This design comes from an exercise in tuning for small area, a short achievable clock period and few clock cycles per item on the open sky130 flow, not from production work.
At most, simulation tests tie the RTL to the original design; equivalence was not proved.
The RTL of runs 2 and 3 was laid out without a check of its function.
Power and IR drop assume default switching activity.

## constraint.sdc

```tcl
create_clock -name core_clock -period 10.0 [get_ports {clk_i}]
set_input_delay 2.0000 -clock core_clock [delete_from_list [all_inputs] [get_ports {clk_i}]]
set_output_delay 2.0000 -clock core_clock [all_outputs]
set_load 0.01 [all_outputs]
```

## run.sh

```bash
#!/bin/bash
# synth_recipe.tcl (not shown) runs the flow's synth.tcl, then flattens the netlist and writes it again
# the make line also repeats each setting of config.mk as NAME=value (left out here)
make -C /OpenROAD-flow-scripts/flow DESIGN_CONFIG=/design/flow/config.mk WORK_HOME=/design/flow/orfs CLKGATE_MAP_FILE= SYNTH_SCRIPT=/design/flow/synth_recipe.tcl finish
```

## config.mk

```make
export PLATFORM = sky130hd
export DESIGN_NAME = sequence_id_unwrapper
export DESIGN_NICKNAME = sequence_id_unwrapper
export VERILOG_FILES = /design/flow/design.v
export SDC_FILE = /design/flow/constraint.sdc
export NUM_CORES = 4
export LEC_CHECK = 0
export CAP_MARGIN = 20
export CORE_MARGIN = 2
export CORE_UTILIZATION = 40
export SETUP_SLACK_MARGIN = 5
export SLEW_MARGIN = 20
```

## design.v

```verilog
package sidu_pkg;
  localparam int unsigned IdW  = 64;
  localparam int unsigned CidW = 16;
  localparam int unsigned ThrW = 14;
  localparam int unsigned GenW = 48;
  localparam logic [CidW-1:0] IdSpan   = 16'hFFFF;
  localparam logic [ThrW-1:0] GapReset = 14'd1500;
endpackage
module sidu_flags (
  input  logic [13:0] thr_i,
  input  logic [15:0] cid_i,
  output logic [2:0]  flags_o,     
  output logic [16:0] v1_o
);
  assign flags_o = {cid_i > ~{2'b00, thr_i}, cid_i > {2'b00, thr_i}, cid_i < {1'b0, thr_i, 1'b0}};
  assign v1_o    = {1'b0, cid_i} + 17'h0FFFF;
endmodule
module sidu_step (
  input  logic [13:0] thr_i,
  input  logic [15:0] head_i,
  input  logic        hw_i,        
  input  logic [63:0] lid_i,
  input  logic [16:0] blo_i,
  input  logic        db_i,
  input  logic [16:0] r_i,
  input  logic        cr_i,
  input  logic [15:0] cid_i,
  input  logic [2:0]  flags_i,
  input  logic [16:0] v1_i,        
  output logic        ok_o,
  output logic        head_we_o,
  output logic [63:0] lid_o,
  output logic [16:0] blo_o,
  output logic        db_o,
  output logic [16:0] r_o,
  output logic        cr_o
);
  logic        wrap, adv, raise, gt, cv, cb, bones;
  logic [16:0] v, r65;
  logic [17:0] sv, blo65;
  logic [18:0] lo, hi_d;
  logic [46:0] hi, x;
  logic [47:0] pre;
  always_comb begin
    wrap = hw_i && flags_i[0];
    adv  = wrap && flags_i[1];
    v    = wrap ? v1_i : {1'b0, cid_i};
    lo   = {2'b00, v} + {5'b00000, thr_i} - {2'b00, r_i};
    hi_d = {2'b00, r_i} + {5'b00000, thr_i} - {2'b00, v};
    ok_o = !lo[18] && !hi_d[18];
    gt   = v > r_i;
    blo65 = {1'b0, blo_i} + 18'h0FFFF;         
    cb    = blo65[17];
    sv    = {1'b0, blo_i} + {1'b0, v};
    cv    = sv[17];
    hi    = lid_i[63:17];
    x     = hi ^ {47{db_i}};
    pre[0] = 1'b1;
    for (int i = 1; i <= 47; i++) pre[i] = pre[i-1] & x[i-1];
    bones = pre[47];                           
    raise = gt ^ (bones & (cv ^ cr_i));
    lid_o = {hi ^ ({47{db_i ^ cv}} & pre[46:0]), sv[16:0]};
    blo_o = adv ? blo65[16:0] : blo_i;
    db_o  = cv & ~(adv & cb);
    r65   = r_i + 17'h10001;                   
    if (raise) r_o = (wrap && !adv) ? v1_i : {1'b0, cid_i};
    else       r_o = adv ? r65 : r_i;
    cr_o      = (raise ? cv : cr_i) & ~(adv & cb);
    head_we_o = adv || (cid_i > head_i);
  end
endmodule
module sidu_core (
  input  logic                          clk_i,
  input  logic                          rst_ni,
  input  logic                          step_i,
  output logic                          busy_o,
  input  logic [sidu_pkg::CidW-1:0]     cid_i,
  input  logic [2:0]                    flags_i,
  input  logic [16:0]                   v1_i,
  output logic [sidu_pkg::ThrW-1:0]     thr_o,
  input  logic                          cfg_we_i,
  input  logic [sidu_pkg::ThrW-1:0]     cfg_data_i,
  input  logic                          ld_we_i,
  input  logic [sidu_pkg::GenW-1:0]     ld_gen_i,
  output logic                          acc_o,
  output logic [sidu_pkg::IdW-1:0]      id_o
);
  logic [13:0] thr_q;
  logic [15:0] head_q;
  logic        hw_q;
  logic [63:0] lid_q, lid_s;
  logic [16:0] blo_q, blo_s;
  logic        db_q, db_s;
  logic [16:0] r_q, r_s;
  logic        cr_q, cr_s;
  logic        acc_q, ok, head_we, cfix_q;
  logic        busy_q, zero_q, cy_q;
  logic [3:0]  cnt_q, fa, fb;
  logic [4:0]  fs;
  sidu_step u_step (
    .thr_i     (thr_q),
    .head_i    (head_q),
    .hw_i      (hw_q),
    .lid_i     (lid_q),
    .blo_i     (blo_q),
    .db_i      (db_q),
    .r_i       (r_q),
    .cr_i      (cr_q),
    .cid_i     (cid_i),
    .flags_i   (flags_i),
    .v1_i      (v1_i),
    .ok_o      (ok),
    .head_we_o (head_we),
    .lid_o     (lid_s),
    .blo_o     (blo_s),
    .db_o      (db_s),
    .r_o       (r_s),
    .cr_o      (cr_s)
  );
  always_comb begin
    fa = (zero_q || cnt_q < 4'd4)  ? 4'h0 : lid_q[3:0];
    fb = (zero_q || cnt_q >= 4'd12) ? 4'hF : ~lid_q[19:16];
    fs = {1'b0, fa} + {1'b0, fb} + {4'd0, cy_q};
  end
  always_ff @(posedge clk_i or negedge rst_ni) begin
    if (!rst_ni) begin
      thr_q  <= sidu_pkg::GapReset;
      head_q <= '0;
      hw_q   <= 1'b0;
      r_q    <= 17'd1;
      cfix_q <= 1'b0;
      busy_q <= 1'b1;
      zero_q <= 1'b1;
      cnt_q  <= '0;
      cy_q   <= 1'b0;
    end else begin
      cfix_q <= cfg_we_i;
      if (cfg_we_i) thr_q <= cfg_data_i;
      if (ld_we_i) begin
        head_q <= '0;
        hw_q   <= 1'b0;
        r_q    <= 17'd1;
        busy_q <= 1'b1;
        zero_q <= 1'b0;
        cnt_q  <= '0;
        cy_q   <= 1'b0;
      end else if (busy_q) begin
        cnt_q  <= cnt_q + 4'd1;
        cy_q   <= fs[4];
        busy_q <= (cnt_q != 4'd15);
      end else if (cfix_q) begin
        hw_q <= head_q > ~{2'b00, thr_q};
      end else if (step_i && ok) begin
        if (head_we) begin
          head_q <= cid_i;
          hw_q   <= flags_i[2];
        end
        r_q <= r_s;
      end
    end
  end
  always_ff @(posedge clk_i) begin
    if (ld_we_i) begin
      lid_q[63:16] <= ld_gen_i;
    end else if (busy_q) begin
      lid_q <= {fs[3:0], lid_q[63:4]};
      if (cnt_q == 4'd15) begin
        blo_q <= lid_q[20:4];
        db_q  <= 1'b0;
        cr_q  <= &lid_q[20:4];                 
      end
    end else if (step_i && ok) begin
      lid_q <= lid_s;
      blo_q <= blo_s;
      db_q  <= db_s;
      cr_q  <= cr_s;
    end
    if (step_i) acc_q <= ok;
  end
  assign busy_o = busy_q;
  assign thr_o  = thr_q;
  assign acc_o  = acc_q;
  assign id_o   = acc_q ? lid_q : '0;
endmodule
module sequence_id_unwrapper (
  input  logic                          clk_i,
  input  logic                          rst_ni,
  input  logic                          cfg_valid_i,
  output logic                          cfg_ready_o,
  input  logic [sidu_pkg::ThrW-1:0]     gap_threshold_i,
  input  logic                          gen_load_i,
  input  logic [sidu_pkg::GenW-1:0]     gen_value_i,
  input  logic                          in_valid_i,
  output logic                          in_ready_o,
  input  logic [sidu_pkg::CidW-1:0]     compressed_id_i,
  output logic                          out_valid_o,
  input  logic                          out_ready_i,
  output logic                          accepted_o,
  output logic [sidu_pkg::IdW-1:0]      full_id_o
);
  logic                      a_vld_q, b_free_q, out_vld_q;
  logic [sidu_pkg::CidW-1:0] a_cid_q, b_cid_q, a_cid_d;
  logic [2:0]                a_flg_q, a_flg_d;
  logic [16:0]               a_v1_q, a_v1_d;
  logic [sidu_pkg::ThrW-1:0] thr;
  logic                      step, a_free, take, busy;
  assign take        = in_valid_i && b_free_q;
  assign step        = a_vld_q && !busy && (!out_vld_q || out_ready_i);
  assign a_free      = !a_vld_q || step;
  assign in_ready_o  = b_free_q;
  assign cfg_ready_o = 1'b1;
  assign a_cid_d     = b_free_q ? compressed_id_i : b_cid_q;
  sidu_flags u_flags (
    .thr_i   (thr),
    .cid_i   (a_cid_d),
    .flags_o (a_flg_d),
    .v1_o    (a_v1_d)
  );
  sidu_core u_core (
    .clk_i      (clk_i),
    .rst_ni     (rst_ni),
    .step_i     (step),
    .busy_o     (busy),
    .cid_i      (a_cid_q),
    .flags_i    (a_flg_q),
    .v1_i       (a_v1_q),
    .thr_o      (thr),
    .cfg_we_i   (cfg_valid_i),
    .cfg_data_i (gap_threshold_i),
    .ld_we_i    (gen_load_i),
    .ld_gen_i   (gen_value_i),
    .acc_o      (accepted_o),
    .id_o       (full_id_o)
  );
  always_ff @(posedge clk_i or negedge rst_ni) begin
    if (!rst_ni) begin
      a_vld_q   <= 1'b0;
      b_free_q  <= 1'b1;
      out_vld_q <= 1'b0;
    end else begin
      if (a_free) begin
        a_vld_q  <= !b_free_q || take;
        b_free_q <= 1'b1;
      end else if (take) begin
        b_free_q <= 1'b0;
      end
      if (step) begin
        out_vld_q <= 1'b1;
      end else if (out_ready_i) begin
        out_vld_q <= 1'b0;
      end
    end
  end
  always_ff @(posedge clk_i) begin
    if (a_free) begin
      a_cid_q <= a_cid_d;
      a_flg_q <= a_flg_d;
      a_v1_q  <= a_v1_d;
    end
    if (!a_free && take) b_cid_q <= compressed_id_i;
  end
  assign out_valid_o = out_vld_q;
endmodule
```

==> results of run 1 <==
## metrics by stage
| step | utilization, % | instances |
|---|---|---|
| after floorplan | - | 1695 |
| after global placement | 45.4 | 2303 |
| after detailed placement | 45.4 | 2303 |
| after CTS | 46.9 | 2336 |
| after global routing | 47.2 | 2345 |
| final | 47.2 | 2345 |
## placed cells by master (no fill, tap or decap), types with 27 or more instances in the layout
cell type,synthesis,layout
a21oi_1,91,91
and2_1,71,71
clkdlybuf4s50_1,0,148
dfrtp_1,48,48
edfxtp_1,136,136
fa_1,31,31
ha_1,151,151
inv_1,117,117
mux2_2,29,29
mux2i_1,74,74
nand2_1,149,148
nand2b_1,38,37
nand3_1,40,40
nand4_1,27,27
nor2_1,101,99
nor3_1,47,47
o21ai_0,78,76
xnor2_1,58,58
## flip-flops by register name, indices dropped and copies added (netlist names)
signal         count
a_cid_q           16
a_flg_q            3
a_v1_q            17
a_vld_q            1
b_cid_q           16
b_free_q           1
out_vld_q          1
u_core.acc_q       1
u_core.blo_q      17
u_core.busy_q      1
u_core.cfix_q      1
u_core.cnt_q       4
u_core.cr_q        1
u_core.cy_q        1
u_core.db_q        1
u_core.head_q     16
u_core.hw_q        1
u_core.lid_q      64
u_core.r_q        17
u_core.thr_q      14
u_core.zero_q      1
## repair_timing
item                       CTS  global route
setup endpoints to repair   46            40
gates cloned                 1             0
resized for setup            4             5
buffers inserted             0             9
## logic make-up (layout without fill, tap and decap cells)
group / Yosys count / after routing / synth area share [%]
XOR/XNOR: 83 / 84 / 4.62
buffers and inverters: 200 / 324 / 4.95
AND/OR/NAND/NOR: 606 / 606 / 20.1
AO/OA/AOI/OAI: 322 / 322 / 13.4
other: 1 / 1 / 0.0232
flip-flops: 195 / 195 / 34.5
adder cells (fa/ha/maj): 182 / 182 / 15.6
multiplexers: 106 / 106 / 6.87
## power by group
| part | internal [mW] | switching (mW) |
|---|---|---|
| clock | 0.356 | 0.342 |
| sequential | 0.908 | 0.0651 |
| combinational | 0.160 | 0.158 |
## final cells by class
type | instances | area [µm²]
Multi-Input combinational cell | 1301 | 9840
Clock inverter | 12 | 119
Clock buffer | 20 | 447
Timing Repair Buffer | 175 | 1710
Fill cell | 3792 | 21000
Tap cell | 525 | 657
Sequential cell | 195 | 5580
Inverter | 117 | 439
## routing by layer
layer,part of all wire [%],GRT usage [%],vias up
met2,46,34.8,315
met1,48,31.9,6319
met3,4.6,2.91,47
met5,0,0,-
met4,1.8,5.58,0
li1,-,-,6341
## final timing paths
check                              startpoint          endpoint  slack [ns]  depth (start not counted)
worst max-delay path               a_flg_q[0]  u_core.lid_q[44]        5.23                         13
worst min-delay path            u_core.zero_q     u_core.zero_q        0.50                          1
worst max register to register     a_flg_q[0]  u_core.lid_q[44]        5.23                         13
worst min register to register  u_core.zero_q     u_core.zero_q        0.50                          1
max in group asynchronous              rst_ni    u_core.r_q[14]        7.66                          2
min in group asynchronous              rst_ni   u_core.thr_q[0]        1.75                          2
## critical path: stages, from the launching register on
cell	delay (ns)
edfxtp_1	0.47
nand2_2	0.40
mux2_2	0.47
ha_1	0.32
a211oi_1	0.24
nor2_1	0.11
o21ai_0	0.39
a21oi_1	0.24
o31ai_4	0.49
mux2i_1	0.13
buf_4	0.22
or4b_1	0.61
or4_1	0.45
nand3_1	0.10
==> out/results.ini, run 1 <==
[run_status]
outcome = complete, no violations

[sta]
finalSetupViolCount = 0
whs_ns = 0.500
layout_min_cycle_time_ns = 4.77
fin_tns_setup_ns = 0
fmax_mhz = 209
rsz0062_at_grt = no
finalHoldViolCount = 0
finalWorstSetupSlack_ns = 5.23
finClkSkew_ns = 0.0149
maxSlewHeadroom_pct = 35.0
timing.final.crit_share_pct = 47.7
tightestPinTransition_ns = 0.975
maxSlewViolCount = 0

[logic_synthesis]
synth_nets = 1961
synthesis.area_um2 = 16100
synth_top_area_cell = edfxtp_1
syn-mean-instance-area_um2 = 9.52
ys_seq_elements = 195
async_flop_share_pct = 30.3
synth_edf_count = 136
yosysSeqAreaShare_pct = 34.5
synth_area_leaders = edfxtp_1, ha_1, dfrtp_1
yosys-top-cells-count = ha_1, nand2_1, edfxtp_1
synth_most_common_cell = ha_1
ys_types = 88
synth_flop_cell = edfxtp_1
netlist_instances = 1695
netlist.area_leader.share_pct = 25.3
yosys_warnings = 3

[clock_network]
cts_max_path_buffers = 2
tritoncts = done
clk_pin_slew_ns = 0.08
cts_hold_buf = 0
cts_max_level = 4
cts-root-buf = clkbuf_16
cts_buffers = 17
insertion_delay_ns = 0.46
cts.sinks = 195

[flow_run]
maxCapViolations = 0

[routing]
viasPerCell = 5.55
wl_per_cell_um = 19.5
drtIter0Drc = 876
num_vias = 13000
drt_pass1_iterations = 5
route.detailed.drc = 0
routed_wl_um = 45700
ant_nets = 0

[setup_path]
path_class = flip-flop to flip-flop
worstPathMaxFanout = 16
setup.worst_path.end_class = flip-flop
critPathRequiredTime_ns = 10.33
crit_path_start_kind = flip-flop
arrival_ns = 5.11

[floorplanning]
die_w_um = 205
die_area_um2 = 42000
initial_core_util_pct = 40.5
core_um2 = 39800
row_count = 73
pin_count = 152
dieHeight_um = 205

[place]
gp_congestion = 0.880
post_dp_cell_area_um2 = 18100
io_buffers = 150
dp_slack_ns = 4.30
dp_hpwl_um = 34600

[grt]
grt_pass1_vias = 12700
grt_antenna_before_repair = 1
grt_max_degree = 86
gr-usage-all-layers_pct = 22.1
grt_pass1_wl_um = 72000
overflow = 0

[hold_path]
min_path_type = flip-flop to flip-flop

[power]
p_per_area_nw_per_um2 = 106
ir_drop_v = 0.000121
power.total_mw = 1.99
p_leak_nw = 7.59

[layout]
layout.nets = 2073
syn_to_final_growth_pct = 16.4
finish.instance_area_um2 = 18800
drive_above_1_share_pct = 7.25
antenna_cells = 0

Testbench counts, summed over its fixed seeds: cycles 80,176, items 80,000.
==> inputs of run 2 (changes only) <==
--- a/design.v
+++ b/design.v
@@ -36,10 +36,9 @@
   output logic        cr_o
 );
-  logic        wrap, adv, raise, gt, cv, cb, bones;
+  logic        wrap, adv, raise, gt, cv, cb, bones, inc, dec;
   logic [16:0] v, r65;
   logic [17:0] sv, blo65;
   logic [18:0] lo, hi_d;
-  logic [46:0] hi, x;
-  logic [47:0] pre;
+  logic [46:0] hi, ones, zeros;
   always_comb begin
     wrap = hw_i && flags_i[0];
@@ -55,10 +54,15 @@
     cv    = sv[17];
     hi    = lid_i[63:17];
-    x     = hi ^ {47{db_i}};
-    pre[0] = 1'b1;
-    for (int i = 1; i <= 47; i++) pre[i] = pre[i-1] & x[i-1];
-    bones = pre[47];                           
+    bones = db_i ? (hi == '0) : (&hi);
     raise = gt ^ (bones & (cv ^ cr_i));
-    lid_o = {hi ^ ({47{db_i ^ cv}} & pre[46:0]), sv[16:0]};
+    ones[0]  = 1'b1;
+    zeros[0] = 1'b1;
+    for (int i = 1; i < 47; i++) begin
+      ones[i]  = ones[i-1] & hi[i-1];
+      zeros[i] = zeros[i-1] & ~hi[i-1];
+    end
+    inc   = cv & ~db_i;
+    dec   = db_i & ~cv;
+    lid_o = {hi ^ ({47{inc}} & ones) ^ ({47{dec}} & zeros), sv[16:0]};
     blo_o = adv ? blo65[16:0] : blo_i;
     db_o  = cv & ~(adv & cb);
--- a/config.mk
+++ b/config.mk
@@ -9,4 +9,3 @@
 export CORE_MARGIN = 2
 export CORE_UTILIZATION = 40
-export SETUP_SLACK_MARGIN = 5
 export SLEW_MARGIN = 20
==> out/results.ini, run 2 <==
[run_status]
outcome = complete, no violations  ; unchanged

[layout]
largest-register = u_core.lid_q  ; unchanged
final_cell_mix = ha_1, clkdlybuf4s50_1, edfxtp_1  ; was ha_1, nand2_1, clkdlybuf4s50_1
final_cells = 2325  ; was 2345
drive_above_1_share_pct = 6.61  ; was 7.25%
largest_register_ff_count = 64  ; unchanged
antenna_cells = 0  ; unchanged
layout.nets = 2054  ; was 2073
syn_to_final_growth_pct = 15.6  ; was 16.4%
final_common_cell = ha_1  ; unchanged

[logic_synthesis]
ys_types = 84  ; was 88
synth_flop_cell = edfxtp_1  ; unchanged
synthesis.area_um2 = 15900  ; was 16100 µm²
yosys_warnings = 3  ; unchanged
synth_area_leaders = edfxtp_1, ha_1, dfrtp_1  ; unchanged
synth_nets = 1959  ; was 1961
synth_most_common_cell = ha_1  ; unchanged
synth_edf_count = 136  ; unchanged
yosys-top-cells-count = ha_1, edfxtp_1, nand2_1  ; was ha_1, nand2_1, edfxtp_1
synth_top_area_cell = edfxtp_1  ; unchanged
async_flop_share_pct = 30.3  ; unchanged
syn-mean-instance-area_um2 = 9.43  ; was 9.52 µm²
netlist_instances = 1692  ; was 1695
yosysSeqAreaShare_pct = 34.9  ; was 34.5%
netlist.area_leader.share_pct = 25.6  ; was 25.3%
ys_seq_elements = 195  ; unchanged

[clock_network]
clk_pin_slew_ns = 0.08  ; about the same
cts.sinks = 195  ; unchanged
cts_max_level = 4  ; unchanged
tritoncts = done  ; unchanged
insertion_delay_ns = 0.47  ; was 0.46 ns
cts_setup_buffers = 0  ; unchanged
cts_max_path_buffers = 2  ; unchanged
cts-resized-gates = 0  ; was 4
cts-root-buf = clkbuf_16  ; unchanged
cts_hold_buf = 0  ; unchanged
cts_buffers = 17  ; unchanged

[power]
p_leak_nw = 7.18  ; was 7.59 nW
ir_drop_v = 0.000113  ; was 0.000121 V
p_per_area_nw_per_um2 = 106  ; about the same

[sta]
layout_min_cycle_time_ns = 5.39  ; was 4.77 ns
fmax_mhz = 185  ; was 209 MHz
finalHoldViolCount = 0  ; unchanged
tightestPinTransition_ns = 1.03  ; was 0.975 ns
rsz0062_at_grt = no  ; unchanged
fin_tns_setup_ns = 0  ; unchanged
finalSetupViolCount = 0  ; unchanged
finClkSkew_ns = 0.0156  ; was 0.0149 ns
maxSlewHeadroom_pct = 31.1  ; was 35.0%
timing.final.crit_share_pct = 53.9  ; was 47.7%
maxSlewViolCount = 0  ; unchanged

[grt]
gr-usage-all-layers_pct = 22.6  ; was 22.1%
grt_pass1_vias = 13100  ; was 12.7k
overflow = 0  ; unchanged
grt_pass1_wl_um = 73200  ; was 72000 µm
grt_max_degree = 102  ; was 86
grt_antenna_before_repair = 0  ; was 1

[routing]
drt_pass1_iterations = 6  ; was 5
viasPerCell = 5.73  ; was 5.55
routed_wl_um = 46200  ; was 45700 µm
wl_per_cell_um = 19.9  ; was 19.5 µm
drtIter0Drc = 944  ; was 876
num_vias = 13300  ; was 13.0k
ant_nets = 0  ; unchanged
route.detailed.drc = 0  ; unchanged

[floorplanning]
die_area_um2 = 41500  ; was 42000 µm²
core_um2 = 39500  ; was 39800 µm²
pin_count = 152  ; unchanged
die_w_um = 204  ; was 205 µm
dieHeight_um = 204  ; was 205 µm
initial_core_util_pct = 40.3  ; was 40.5%
row_count = 73  ; unchanged

[setup_path]
setup.worst_path.end_class = flip-flop  ; unchanged
critPathRequiredTime_ns = 10.31  ; was 10.33 ns
crit_slowest_cell = a21boi_1  ; was or4b_1
crit_path_start_kind = flip-flop  ; unchanged
worstPathCellList = nand2_1 > mux2_2 > ha_1 > a21oi_1 > o21ai_0 > a221oi_1 > nand3_1 > a21boi_1 > nand3_1 > o32ai_1 > mux2_2 > nor3_1  ; was nand2_2 > mux2_2 > ha_1 > a211oi_1 > nor2_1 > o21ai_0 > a21oi_1 > o31ai_4 > mux2i_1 > buf_4 > or4b_1 > or4_1 > nand3_1
rr_startpoint = u_core.hw_q  ; was a_flg_q[0]
path_class = flip-flop to flip-flop  ; unchanged
critPathMaxStageDelay_ns = 0.73  ; was 0.61 ns
arrival_ns = 5.70  ; was 5.11 ns
r2r_cells = 12  ; was 13
reg2reg_to = u_core.lid_q[58]  ; was u_core.lid_q[44]
reg2reg_slack_ns = 4.61  ; was 5.23 ns
worstPathMaxFanout = 17  ; was 16
cp_num_buf_inv = 0  ; was 1
critPathTopFamily = compound AO/OA/AOI/OAI gates  ; was simple AND/OR/NAND/NOR gates

[place]
io_buffers = 150  ; unchanged
gp_congestion = 0.901  ; was 0.880
dp_hpwl_um = 35100  ; was 34600 µm
dp.cells = 2293  ; was 2303

[flow_run]
maxCapViolations = 0  ; unchanged

[hold_path]
whs_path_depth = 1  ; unchanged
min_to = b_free_q  ; was u_core.zero_q
min_path_type = flip-flop to flip-flop  ; unchanged
min_from = a_vld_q  ; was u_core.zero_q

run 2: changes by cell type after synthesis, moves of 15 or more:
cell,previous run,this run
nor3_1,47,79
nand2_1,149,130
nand4_1,27,42
and3_1,14,29
a21oi_1,91,64
nand2b_1,38,19
mux2i_1,74,38
o21ai_0,78,109
run 2: area by class of cell:
type | instances | area, µm²
Clock buffer | 19 | 433
Timing Repair Buffer | 167 | 1620
Multi-Input combinational cell | 1303 | 9590
Sequential cell | 195 | 5580
Inverter | 103 | 387
Fill cell | 3707 | 21100
Clock inverter | 13 | 174
Tap cell | 525 | 657
run 2: where the power goes:
part           internal, mW  switching, mW
clock                 0.400          0.339
sequential            0.901         0.0718
combinational         0.128          0.120
run 2: cell families (layout without fill, tap and decap cells):
logic type                 after synthesis  in the layout  share of synthesized area (%)
and+or+nand+nor                        596            596                           19.8
AOI/OAI and AO/OA                      380            380                           15.8
DFF                                    195            195                           34.9
buffers and inverters                  194            302                           4.95
adders and majority gates              183            183                           15.8
muxes                                   72             72                           4.79
xor gates and xnor gates                71             71                           3.90
other                                    1              1                         0.0235
run 2: how the worst max path moves through the flow:
stage	start	to	slack (ns)	depth (start not counted)
2_1_floorplan	a_flg_q[0]	u_core.cr_q	5.30	13
3_3_place_gp	a_flg_q[0]	u_core.r_q[7]	4.66	12
3_5_place_dp	a_flg_q[0]	u_core.r_q[7]	4.51	12
4_1_cts	a_flg_q[0]	u_core.r_q[7]	4.50	12
5_1_grt	a_flg_q[0]	u_core.lid_q[58]	4.16	12
6_report	u_core.hw_q	u_core.lid_q[58]	4.61	12
run 2: worst reg2reg max path: stages (launching register included):
cell and delay (ns):
dfrtp_1 0.43, nand2_1 0.70, mux2_2 0.47, ha_1 0.35, a21oi_1 0.23, o21ai_0 0.13, a221oi_1 0.50, nand3_1 0.40
a21boi_1 0.74, nand3_1 0.39, o32ai_1 0.36, mux2_2 0.37, nor3_1 0.16
run 2: per-stage QoR:
step                      setup WS, ns  hold WS (ns)  cell area (µm²)  power (mW)  utilization [%]
final                             4.61         0.483            18400        1.96             46.6
after floorplan                   5.30         0.434            15900        1.11                -
after global routing              4.16         0.505            18400        2.03             46.6
after detailed placement          4.51         0.472            17800        1.24             45.1
after CTS                         4.50         0.493            18400        1.97             46.6
after global placement            4.66         0.466            17800        1.23             45.1
run 2: layer usage:
layer  vias to the layer above  GRT usage (%)  routed length, µm
met2                       396           36.6              21600
met3                        44           2.96               2400
met5                         -              0                  0
met4                         0           5.34                675
li1                       6420              -                  -
met1                      6464           32.0              21600
==> inputs of run 3 (changes only) <==
--- a/design.v
+++ b/design.v
@@ -10,9 +10,7 @@
   input  logic [13:0] thr_i,
   input  logic [15:0] cid_i,
-  output logic [2:0]  flags_o,     
-  output logic [16:0] v1_o
+  output logic [2:0]  flags_o      
 );
   assign flags_o = {cid_i > ~{2'b00, thr_i}, cid_i > {2'b00, thr_i}, cid_i < {1'b0, thr_i, 1'b0}};
-  assign v1_o    = {1'b0, cid_i} + 17'h0FFFF;
 endmodule
 module sidu_step (
@@ -27,5 +25,4 @@
   input  logic [15:0] cid_i,
   input  logic [2:0]  flags_i,
-  input  logic [16:0] v1_i,        
   output logic        ok_o,
   output logic        head_we_o,
@@ -36,18 +33,20 @@
   output logic        cr_o
 );
-  logic        wrap, adv, raise, gt, cv, cb, bones, inc, dec;
-  logic [16:0] v, r65;
-  logic [17:0] sv, blo65;
-  logic [18:0] lo, hi_d;
+  logic        wrap, adv, raise, gt, cv, cb, bones, inc, dec, neg;
+  logic [16:0] v, v1;
+  logic [17:0] d, y, sv, blo65;
+  logic [16:0] r65;
   logic [46:0] hi, ones, zeros;
   always_comb begin
     wrap = hw_i && flags_i[0];
     adv  = wrap && flags_i[1];
-    v    = wrap ? v1_i : {1'b0, cid_i};
-    lo   = {2'b00, v} + {5'b00000, thr_i} - {2'b00, r_i};
-    hi_d = {2'b00, r_i} + {5'b00000, thr_i} - {2'b00, v};
-    ok_o = !lo[18] && !hi_d[18];
-    gt   = v > r_i;
-    blo65 = {1'b0, blo_i} + 18'h0FFFF;         
+    v1   = {1'b0, cid_i} + 17'h0FFFF;
+    v    = wrap ? v1 : {1'b0, cid_i};
+    d    = {1'b0, v} - {1'b0, r_i};
+    neg  = d[17];
+    y    = neg ? ~d : d;                       
+    ok_o = (y[17:14] == 4'd0) && ((y[13:0] < thr_i) || (!neg && y[13:0] == thr_i));
+    gt   = !neg && (d != 18'd0);
+    blo65 = {1'b0, blo_i} + 18'h0FFFF;
     cb    = blo65[17];
     sv    = {1'b0, blo_i} + {1'b0, v};
@@ -65,8 +64,8 @@
     dec   = db_i & ~cv;
     lid_o = {hi ^ ({47{inc}} & ones) ^ ({47{dec}} & zeros), sv[16:0]};
-    blo_o = adv ? blo65[16:0] : blo_i;
+    blo_o = adv ? blo65[16:0] : blo_i;        
     db_o  = cv & ~(adv & cb);
     r65   = r_i + 17'h10001;                   
-    if (raise) r_o = (wrap && !adv) ? v1_i : {1'b0, cid_i};
+    if (raise) r_o = (wrap && !adv) ? v1 : {1'b0, cid_i};
     else       r_o = adv ? r65 : r_i;
     cr_o      = (raise ? cv : cr_i) & ~(adv & cb);
@@ -81,5 +80,4 @@
   input  logic [sidu_pkg::CidW-1:0]     cid_i,
   input  logic [2:0]                    flags_i,
-  input  logic [16:0]                   v1_i,
   output logic [sidu_pkg::ThrW-1:0]     thr_o,
   input  logic                          cfg_we_i,
@@ -113,5 +111,4 @@
     .cid_i     (cid_i),
     .flags_i   (flags_i),
-    .v1_i      (v1_i),
     .ok_o      (ok),
     .head_we_o (head_we),
@@ -206,5 +203,4 @@
   logic [sidu_pkg::CidW-1:0] a_cid_q, b_cid_q, a_cid_d;
   logic [2:0]                a_flg_q, a_flg_d;
-  logic [16:0]               a_v1_q, a_v1_d;
   logic [sidu_pkg::ThrW-1:0] thr;
   logic                      step, a_free, take, busy;
@@ -218,6 +214,5 @@
     .thr_i   (thr),
     .cid_i   (a_cid_d),
-    .flags_o (a_flg_d),
-    .v1_o    (a_v1_d)
+    .flags_o (a_flg_d)
   );
   sidu_core u_core (
@@ -228,5 +223,4 @@
     .cid_i      (a_cid_q),
     .flags_i    (a_flg_q),
-    .v1_i       (a_v1_q),
     .thr_o      (thr),
     .cfg_we_i   (cfg_valid_i),
@@ -260,5 +254,4 @@
       a_cid_q <= a_cid_d;
       a_flg_q <= a_flg_d;
-      a_v1_q  <= a_v1_d;
     end
     if (!a_free && take) b_cid_q <= compressed_id_i;
==> out/results.ini, run 3 <==
[routing]
num_vias = 13300  ; about the same
wl_per_cell_um = 19.3  ; was 19.9 µm
ant_nets = 0  ; unchanged
routed_wl_um = 45000  ; was 46200 µm
drtIter0Drc = 981  ; was 944
route.detailed.drc = 0  ; unchanged
viasPerCell = 5.69  ; was 5.73
drt_pass1_iterations = 5  ; was 6

[setup_path]
critPathRequiredTime_ns = 10.36  ; was 10.31 ns
critPathLaunch = a_cid_q[2]  ; was u_core.hw_q
setup.worst_path.end_class = flip-flop  ; unchanged
critPathCapture = u_core.head_q[0]  ; was u_core.lid_q[58]
r2r_cells = 25  ; was 12
path_class = flip-flop to flip-flop  ; unchanged
critPathMaxStageDelay_ns = 0.88  ; was 0.73 ns
reg2reg_to = u_core.head_q[0]  ; was u_core.lid_q[58]
reg2reg_slack_ns = 1.80  ; was 4.61 ns
cp_num_cells = 25  ; was 12
critPathTopFamily = compound AO/OA/AOI/OAI gates  ; unchanged
crit_path_start_kind = flip-flop  ; unchanged
crit_slowest_cell = o41ai_4  ; was a21boi_1
worstPathMaxFanout = 28  ; was 17
cp_num_buf_inv = 1  ; was 0
rr_startpoint = a_cid_q[2]  ; was u_core.hw_q
arrival_ns = 8.55  ; was 5.70 ns

[power]
p_leak_nw = 6.83  ; was 7.18 nW
p_per_area_nw_per_um2 = 110  ; was 106 nW/µm²
ir_drop_v = 0.000127  ; was 0.000113 V

[logic_synthesis]
netlist.area_leader.share_pct = 23.5  ; was 25.6%
yosys-top-cells-count = nand2_1, ha_1, o21ai_0  ; was ha_1, edfxtp_1, nand2_1
ys_seq_elements = 178  ; was 195
yosysSeqAreaShare_pct = 33.3  ; was 34.9%
synthesis.area_um2 = 15200  ; was 15900 µm²
netlist_instances = 1712  ; was 1692
async_flop_share_pct = 33.1  ; was 30.3%
synth_most_common_cell = nand2_1  ; was ha_1
yosys_warnings = 3  ; unchanged
syn-mean-instance-area_um2 = 8.88  ; was 9.43 µm²
synth_area_leaders = edfxtp_1, ha_1, dfrtp_1  ; unchanged
synth_edf_count = 119  ; was 136
ys_types = 95  ; was 84
synth_nets = 1932  ; was 1959
synth_top_area_cell = edfxtp_1  ; unchanged
synth_flop_cell = edfxtp_1  ; unchanged

[place]
dp.cells = 2299  ; was 2293
gp_congestion = 0.904  ; was 0.901
io_buffers = 150  ; unchanged
post_dp_cell_area_um2 = 17100  ; was 17800 µm²
dp_slack_ns = 1.82  ; was 4.51 ns
dp_hpwl_um = 34100  ; was 35100 µm

[sta]
rsz0062_at_grt = no  ; unchanged
finalWorstSetupSlack_ns = 1.80  ; was 4.61 ns
finalSetupViolCount = 0  ; unchanged
timing.final.crit_share_pct = 82.0  ; was 53.9%
finalHoldViolCount = 0  ; unchanged
fmax_mhz = 122  ; was 185 MHz
layout_min_cycle_time_ns = 8.20  ; was 5.39 ns
finClkSkew_ns = 0.0165  ; was 0.0156 ns
maxSlewHeadroom_pct = 29.2  ; was 31.1%
tightestPinTransition_ns = 1.06  ; was 1.03 ns
fin_tns_setup_ns = 0  ; unchanged
maxSlewViolCount = 0  ; unchanged

[layout]
drive_above_1_share_pct = 6.26  ; was 6.61%
final_cells = 2331  ; was 2325
antenna_cells = 0  ; unchanged
top_regs = u_core.lid_q x64, u_core.blo_q x17, u_core.r_q x17
final_cell_mix = nand2_1, clkdlybuf4s50_1, ha_1  ; was ha_1, clkdlybuf4s50_1, edfxtp_1
finish.instance_area_um2 = 17700  ; was 18400 µm²
layout.nets = 2027  ; was 2054
syn_to_final_growth_pct = 16.2  ; was 15.6%
largest-register = u_core.lid_q  ; unchanged
largest_register_ff_count = 64  ; unchanged
final_common_cell = nand2_1  ; was ha_1

[clock_network]
cts-root-buf = clkbuf_16  ; unchanged
cts_setup_buffers = 0  ; unchanged
insertion_delay_ns = 0.46  ; was 0.47 ns
tritoncts = done  ; unchanged
cts-resized-gates = 0  ; unchanged
cts_max_path_buffers = 2  ; unchanged
clk_pin_slew_ns = 0.07  ; was 0.08 ns
cts_hold_buf = 0  ; unchanged
cts.sinks = 178  ; was 195
cts_max_level = 4  ; unchanged
cts_buffers = 17  ; unchanged

[grt]
grt_max_degree = 85  ; was 102
overflow = 0  ; unchanged
gr-usage-all-layers_pct = 22.9  ; was 22.6%
grt_antenna_before_repair = 0  ; unchanged
grt_pass1_vias = 12700  ; was 13.1k
grt_pass1_wl_um = 70100  ; was 73200 µm

[floorplanning]
pin_count = 152  ; unchanged
core_um2 = 37600  ; was 39500 µm²
die_area_um2 = 39600  ; was 41500 µm²
row_count = 71  ; was 73
initial_core_util_pct = 40.4  ; was 40.3%
die_w_um = 199  ; was 204 µm
dieHeight_um = 199  ; was 204 µm

[hold_path]
min_path_type = flip-flop to flip-flop  ; unchanged

[flow_run]
maxCapViolations = 0  ; unchanged

[run_status]
outcome = complete, no violations  ; unchanged

[run 3: how the worst min path moves through the flow]
stage	end	cells past startpoint	startpoint
floorplan	b_free_q	1	a_vld_q
global placement	b_free_q	1	a_vld_q
detailed placement	b_free_q	1	a_vld_q
CTS	b_free_q	1	a_vld_q
global route	b_free_q	1	a_vld_q
finish	b_free_q	1	a_vld_q
[run 3: worst reg2reg max path, stage by stage, from the launching register on]
cell       delay [ns]
edfxtp_1         0.50
or3_1            0.43
nor3_1           0.27
nor3b_1          0.40
nand2_1          0.17
or3_1            0.38
nor2_1           0.13
xor2_1           0.23
ha_1             0.30
o21a_1           0.14
o21a_1           0.19
a21oi_1          0.27
o21ai_1          0.21
o41ai_4          0.88
buf_4            0.31
xnor2_1          0.14
ha_1             0.26
a21o_1           0.18
a2111oi_0        0.39
o31ai_1          0.15
a21oi_1          0.13
or4b_4           0.52
a21oi_4          0.32
a21oi_4          0.26
nand2b_1         0.56
o31ai_1          0.36
[run 3: power breakdown]
group	leakage [nW]	total (mW)	switching, mW	internal [mW]
logic	4.66	0.342	0.174	0.168
clock network	0.284	0.695	0.336	0.359
registers	1.89	0.898	0.0647	0.833
[run 3: kinds of logic (layout without fill, tap and decap cells)]
logic type               Yosys count  after routing  synth area share (%)
AND/OR/NAND/NOR                  599            599                  20.9
AO/OA/AOI/OAI                    452            452                  19.4
buffers and inverters            180            288                  4.78
flip-flops                       178            178                  33.3
adder cells (fa/ha/maj)          136            136                  11.4
XOR/XNOR                         128            128                  7.48
multiplexers                      38             38                  2.73
other                              1              1                0.0247
[run 3: layout make-up]
type / count / area [µm²]
repair buffers: 165 / 1610
clock inverters: 14 / 145
clock buffers: 18 / 439
flip-flops and latches: 178 / 5070
multi-input cells: 1354 / 9410
well taps: 511 / 639
fillers: 3660 / 19900
inverters: 91 / 342
[run 3: per-stage QoR]
step | utilization, % | hold slack (ns) | total power [mW]
2_1_floorplan | - | 0.434 | 1.11
3_3_place_gp | 45.4 | 0.454 | 1.25
3_5_place_dp | 45.4 | 0.474 | 1.25
4_1_cts | 47.0 | 0.495 | 1.95
5_1_grt | 47.0 | 0.520 | 2.02
6_report | 47.0 | 0.496 | 1.94
[run 3: routing by layer]
metal | vias up | GRT usage [%] | wire length, µm
li1 | 6417 | - | -
met1 | 6397 | 31.0 | 20500
met2 | 377 | 38.0 | 21300
met3 | 61 | 2.95 | 2100
met4 | 0 | 7.13 | 1080
met5 | - | 0 | 0

what the ideal ports hide:
The flow's constraints put no driver on any port. The routed layouts listed below were extracted and timed again, unchanged, in two steps.
Step 1, drivers: a clkbuf_16 drives clk_i and a buf_2 each remaining input, both assumed.
Step 2 moves the port delays by t, midway between the first and last clock arrival at a register: inputs arrive t later, outputs are due t later. That takes back most of the time a late clock gives input paths.
Three values: no drivers, after step 1, after step 2; two values: the first two.
| run | shift t [ns] | slack for setup (ns) | slew at the worst register clock pin (ns) | worst data-port slew with drivers (ns) |
|---|---|---|---|---|
| run 1 | 0.506 | 5.225 / 5.225 / 5.046 | 0.08 / 0.08 | 0.07 |
| run 2 | 0.512 | 4.607 / 4.607 / 4.607 | 0.08 / 0.08 | 0.07 |
| run 3 | 0.502 | 1.801 / 1.801 / 1.801 | 0.08 / 0.08 | 0.06 |
After both steps every run listed still meets setup and hold. The setup slack of run 1, which loses most, moves by 0.000 ns with the drivers and by -0.179 ns with both steps.
